This design comes from an exercise in tuning for small area on the open sky130 flow, not from production work.
The RTL was checked by simulation tests, not by an equivalence proof against the original design.
Power figures rest on the tool's default switching activity, not on a simulated workload.

[flow/design.v]
module matrix_alu_responder #(
  parameter int DATA_W     = 16,
  parameter int NREG       = 8,
  parameter int MUL_CYCLES = 4
) (
  input  logic                  clk,
  input  logic                  reset,
  input  logic                  n_alu_enable,
  input  logic [2:0]            op_select,
  input  logic [2:0]            alu_address,
  input  logic [4*DATA_W-1:0]   data_in,
  output logic [4*DATA_W-1:0]   data_out,
  output logic                  data_valid,
  output logic                  busy,
  output logic                  done,
  output logic                  cmd_err
);
  localparam int W  = DATA_W;
  localparam int MW = 4 * DATA_W;
  localparam logic [2:0] OP_NOP   = 3'b000;
  localparam logic [2:0] OP_LOAD  = 3'b001;
  localparam logic [2:0] OP_ADD   = 3'b010;
  localparam logic [2:0] OP_SUB   = 3'b011;
  localparam logic [2:0] OP_SCAL  = 3'b100;
  localparam logic [2:0] OP_MATR  = 3'b101;
  localparam logic [2:0] OP_TRANS = 3'b110;
  localparam logic [2:0] OP_STORE = 3'b111;
  typedef enum logic {IDLE, MUL} state_t;
  state_t        state, state_nx;
  logic          prev_en;
  logic          accept;
  logic [1:0]    k;
  logic          k_last;
  logic [MW-1:0] regs [NREG];
  logic [MW-1:0] sh_a, sh_b;
  logic [MW-1:0] sres;
  logic [W-1:0]  mres;
  logic [1:0]    ai0, ai1, b0j, b1j;
  function automatic logic [W-1:0] el(
    input logic [MW-1:0] m,
    input logic [1:0]    idx
  );
    el = m[idx*W +: W];
  endfunction
  assign accept = prev_en & ~n_alu_enable;
  assign busy   = (state == MUL);
  assign k_last = (k == 2'(MUL_CYCLES - 1));
  assign data_valid = ~n_alu_enable & (op_select == OP_STORE);
  assign data_out   = data_valid ? regs[alu_address] : '0;
  always_comb begin
    sres = '0;
    for (int e = 0; e < 4; e++) begin
      unique case (op_select)
        OP_ADD:  sres[e*W +: W] = el(regs[0], 2'(e)) + el(regs[1], 2'(e));
        OP_SUB:  sres[e*W +: W] = el(regs[0], 2'(e)) - el(regs[1], 2'(e));
        OP_SCAL: sres[e*W +: W] = el(regs[0], 2'(e)) * el(regs[1], 2'd0);
        default: sres[e*W +: W] = '0;
      endcase
    end
    if (op_select == OP_TRANS)
      sres = {el(regs[0], 2'd3), el(regs[0], 2'd1),
              el(regs[0], 2'd2), el(regs[0], 2'd0)};
  end
  assign ai0  = {k[1], 1'b0};
  assign ai1  = {k[1], 1'b1};
  assign b0j  = {1'b0, k[0]};
  assign b1j  = {1'b1, k[0]};
  assign mres = el(sh_a, ai0) * el(sh_b, b0j)
              + el(sh_a, ai1) * el(sh_b, b1j);
  always_comb begin
    state_nx = state;
    unique case (state)
      IDLE: if (accept && op_select == OP_MATR) state_nx = MUL;
      MUL:  if (k_last) state_nx = IDLE;
      default: state_nx = IDLE;
    endcase
  end
  always_ff @(posedge clk or posedge reset) begin
    if (reset) state <= IDLE;
    else       state <= state_nx;
  end
  always_ff @(posedge clk or posedge reset) begin
    if (reset) begin
      prev_en <= 1'b1;
      k       <= '0;
      done    <= 1'b0;
      cmd_err <= 1'b0;
      sh_a    <= '0;
      sh_b    <= '0;
      for (int r = 0; r < NREG; r++) regs[r] <= '0;
    end else begin
      prev_en <= n_alu_enable;
      done    <= 1'b0;
      if (busy) begin
        regs[2][k*W +: W] <= mres;
        k <= k + 2'd1;
        if (k_last) done <= 1'b1;
      end
      if (accept) begin
        if (busy) begin
          if (op_select != OP_NOP && op_select != OP_STORE)
            cmd_err <= 1'b1;
        end else begin
          unique case (op_select)
            OP_LOAD: regs[alu_address] <= data_in;
            OP_ADD, OP_SUB, OP_SCAL, OP_TRANS: begin
              regs[2] <= sres;
              done    <= 1'b1;
            end
            OP_MATR: begin
              sh_a <= regs[0];
              sh_b <= regs[1];
              k    <= '0;
            end
            default: ;
          endcase
        end
      end
    end
  end
endmodule
[flow/run.sh]
#!/bin/bash
# synth_recipe.tcl (not shown) runs the flow's synth.tcl, then flattens the netlist and writes it again
# the make line also repeats each setting of config.mk as NAME=value (left out here)
make -C /OpenROAD-flow-scripts/flow DESIGN_CONFIG=/design/flow/config.mk WORK_HOME=/design/flow/orfs CLKGATE_MAP_FILE= SYNTH_SCRIPT=/design/flow/synth_recipe.tcl finish
[flow/config.mk]
export PLATFORM = sky130hd
export DESIGN_NAME = matrix_alu_responder
export DESIGN_NICKNAME = matrix_alu_responder
export VERILOG_FILES = /design/flow/design.v
export SDC_FILE = /design/flow/constraint.sdc
export NUM_CORES = 4
export LEC_CHECK = 0
export CAP_MARGIN = 20
export CORE_MARGIN = 2
export CORE_UTILIZATION = 40
export SLEW_MARGIN = 20
[flow/constraint.sdc]
create_clock -name core_clock -period 12.0 [get_ports {clk}]
set_input_delay 2.4000 -clock core_clock [delete_from_list [all_inputs] [get_ports {clk}]]
set_output_delay 2.4000 -clock core_clock [all_outputs]
set_load 0.01 [all_outputs]
==> results_dict.tcl <==
set metrics [dict create \
    status "no timing/DRC/antenna violations" \
    crit_top_cell "fa_1" \
    critPathArrivalTime_ps 9290 \
    hold_viol_final 0 \
    grt_pass1_wl_um 311100 \
    drt_pre_antenna_iters 9 \
    clkTransAtPathRegs_ps 70 \
    portBuffers 140 \
    grt_max_degree 166 \
    cts.path.max_buffers 3 \
    viasPerCell 5.786 \
    post_cts_buffers 0 \
    ys_types 71 \
    ioPinCount 141 \
    worst_slew_pin_slew_ps 1088 \
    final.period_utilization 0.7293 \
    drive_gt1_frac 0.1666 \
    maxCapViolCount 0 \
    synth-seq-cells 646 \
    setup_viol 0 \
    gp_congestion 0.9866 \
    wl_um 210300 \
    overflow 0 \
    cp.required_ps 12540 \
    syn_area_mm2 0.05774 \
    worst-path-max-fanout 25 \
    fp.dieH_um 383.9 \
    timing.setup.tns_ps 0 \
    grt_use_total 0.2850 \
    synth_area_leader_cell "dfrtp_1" \
    start_util 0.4024 \
    worst_ir_drop_vdd_mv 0.1299 \
    relSlewSlack 0.2725 \
    end_kind "flip-flop" \
    cts_buffers 74 \
    place_inst 7697 \
    cts_tree "built" \
    fin_worst_skew_ps 54.34 \
    yosys-top-cells-count "inv_1, dfrtp_1, mux2_2" \
    synth_edf_count 0 \
    crit_type "reg -> reg" \
    via_count 45340 \
    startpoint_type "flip-flop" \
    fin_nets 6808 \
    hold_class "reg -> reg" \
    drt_drc_violations_left 0 \
    cts_resized 0 \
    dieWidth_um 383.9 \
    coreArea_mm2 0.1435 \
    async_flop_share 1.000 \
    fin_cells 7836 \
    rsz0062_at_grt "false" \
    yosys.area.top_type_share 0.2796 \
    postRouteAntennaNets 0 \
    synthTopCellsByArea "dfrtp_1, fa_1, mux2_2, ha_1, inv_1" \
    cts_sinks 646 \
    fin_ws_ps 3248 \
    cp_slowest_cell "dfrtp_2" \
    leakage_nw 30.51 \
    syn_nets 6794 \
    wl_per_cell_um 26.84 \
    clock_latency_ps 690 \
    drt-initial-drc-count 4414 \
    ys_warn_count 2 \
    cts_max_level 3 \
    critPathMaxStageDelay_ps 880 \
    dp_slack_ps 3032 \
    syn_area_per_cell_um2 9.858 \
    area_growth_pct 10.82 \
    layout_min_cycle_time_ps 8752 \
    hpwl_um 152900 \
    finalMaxSlewViolations 0 \
    max_freq_ghz 0.1143 \
    cts-root-buf "clkbuf_16" \
    antenna_found_initial 16 \
    yosysMostFrequentCell "inv_1" \
    yosysSeqAreaShare 0.2800 \
    crit_chain "buf_4 > mux2i_2 > nor2_1 > fa_1 > fa_1 > fa_1 > inv_1 > fa_1 > fa_1 > fa_1 > fa_1 > fa_1 > xor2_1 > xnor2_1 > xnor2_1 > xnor2_1 > xnor3_1 > xnor2_1 > xnor2_1 > a221o_1" \
    power_density_mw_per_mm2 119.2 \
    synth_flop_cell "dfrtp_1" \
    grt_pass1_vias 45800 \
    rows 139 \
    die-area_mm2 0.1474 \
    final_util 0.4459 \
    hold_buffers 0 \
    synth_cells 5857 \
]
## final cells by class
class,count,area (µm²)
inverter,746,2804
clock buffer,100,2100
fill,13770,79500
tap,1903,2381
multi-input combinational,4110,37520
antenna,9,22.52
clock inverter,29,385.4
sequential,646,16180
timing repair buffer,293,2586
## path summary, 6_finish.rpt
| check | start | to | slack [ps] | cells past startpoint |
|---|---|---|---|---|
| setup / recovery | k[0]$_DFF_PP0_ | regs[2][15]$_DFF_PP0_ | 3250 | 20 |
| hold / removal | regs[6][59]$_DFFE_PP0P_ | regs[6][59]$_DFFE_PP0P_ | 500 | 1 |
| setup reg to reg | k[0]$_DFF_PP0_ | regs[2][15]$_DFF_PP0_ | 3250 | 20 |
| hold reg to reg | regs[6][59]$_DFFE_PP0P_ | regs[6][59]$_DFFE_PP0P_ | 500 | 1 |
| max in group asynchronous | reset | regs[1][60]$_DFFE_PP0P_ | 7530 | 5 |
| min in group asynchronous | reset | regs[7][3]$_DFFE_PP0P_ | 2360 | 3 |
## through the flow
| step | power [mW] | cell area (µm²) | hold slack (ps) |
|---|---|---|---|
| final | 7.624 | 63980 | 501.0 |
| after global placement | 5.189 | 61420 | 480.6 |
| after floorplan | 4.317 | 57740 | 473.7 |
| after CTS | 7.570 | 63910 | 505.0 |
| after detailed placement | 5.203 | 61430 | 488.7 |
| after global routing | 7.920 | 63960 | 508.3 |
## placed cells by master (no fill, tap or decap), drive strengths merged, types with 13 or more instances in the layout
master and n:
nor3 49, buf 157, mux2 596, o21ai 220
a221oi 23, or3 13, o31ai 15, a21oi 179
nand2 540, a222oi 29, clkinv 18, mux2i 139
ha 356, a22oi 140, o211ai 45, clkbuf 100
or2 47, inv 749, a31oi 45, nor2 335
xor2 96, a211oi 24, nand2b 38, fa 508
dfrtp 645, o22ai 53, a21o 24, and2 196
clkdlybuf4s50 136, o21a 23, nand3 15, nor2b 21
xnor2 240
## logic make-up after synthesis
family,synth area share
AO/OA/AOI/OAI,0.09810
XOR/XNOR,0.05149
adder cells (fa/ha/maj),0.2533
buffers and inverters,0.07294
flip-flops,0.2800
multiplexers,0.1431
AND/OR/NAND/NOR,0.1011
## state kept, by name, indices dropped and copies added, names as in the netlist
name	cells
state	1
sh_b	64
sh_a	64
done	1
k	2
cmd_err	1
regs	512
prev_en	1
## critical path: cells and delay by family (launching register included)
kind	cells	cell delay (ps)
adder cells (fa/ha/maj)	8	3960
AND/OR/NAND/NOR	1	140
buffers and inverters	2	560
XOR/XNOR	7	1940
multiplexers	1	750
AO/OA/AOI/OAI	1	390
flip-flops	1	880
## power breakdown
part / total, mW / internal (mW) / switching [mW]
sequential: 2.82 / 2.44 / 0.382
clock: 2.36 / 1.35 / 1.01
combinational: 2.44 / 0.961 / 1.48
total: 7.62 / 4.75 / 2.88
## routing by layer
layer / GRT usage / routed length (µm)
met1: 0.3996 / 90180
met2: 0.4396 / 93710
met3: 0.05283 / 18080
met4: 0.1020 / 8263
met5: 0 / 59

## re-timing with driven ports
How much do the figures lean on ideal ports? The routed layout below was timed once more, with nothing changed but the port constraints.
Step 1 (the two cells are an assumption about what drives the block):
set clk [get_ports {clk}]
set_driving_cell -lib_cell sky130_fd_sc_hd__clkbuf_16 $clk
set_driving_cell -lib_cell sky130_fd_sc_hd__buf_2 [delete_from_list [all_inputs] $clk]
Step 2 also shifts input and output timing later by t, the mid clock arrival at the registers, as if the neighbouring blocks saw the same clock.
Three values: ideal ports, drivers, drivers and shift; two values: the first two.
t (ns): 0.731
setup WS [ns]: 3.248 / 3.248 / 3.248
worst setup path at the end: register to register
clock arrival spread, ns: 0.055 / 0.054
slew at the worst register clock pin (ns): 0.08 / 0.08
After both steps setup and hold are still met in this run. For this run, drivers alone change the setup slack by 0.000 ns; drivers and shift together by 0.000 ns.
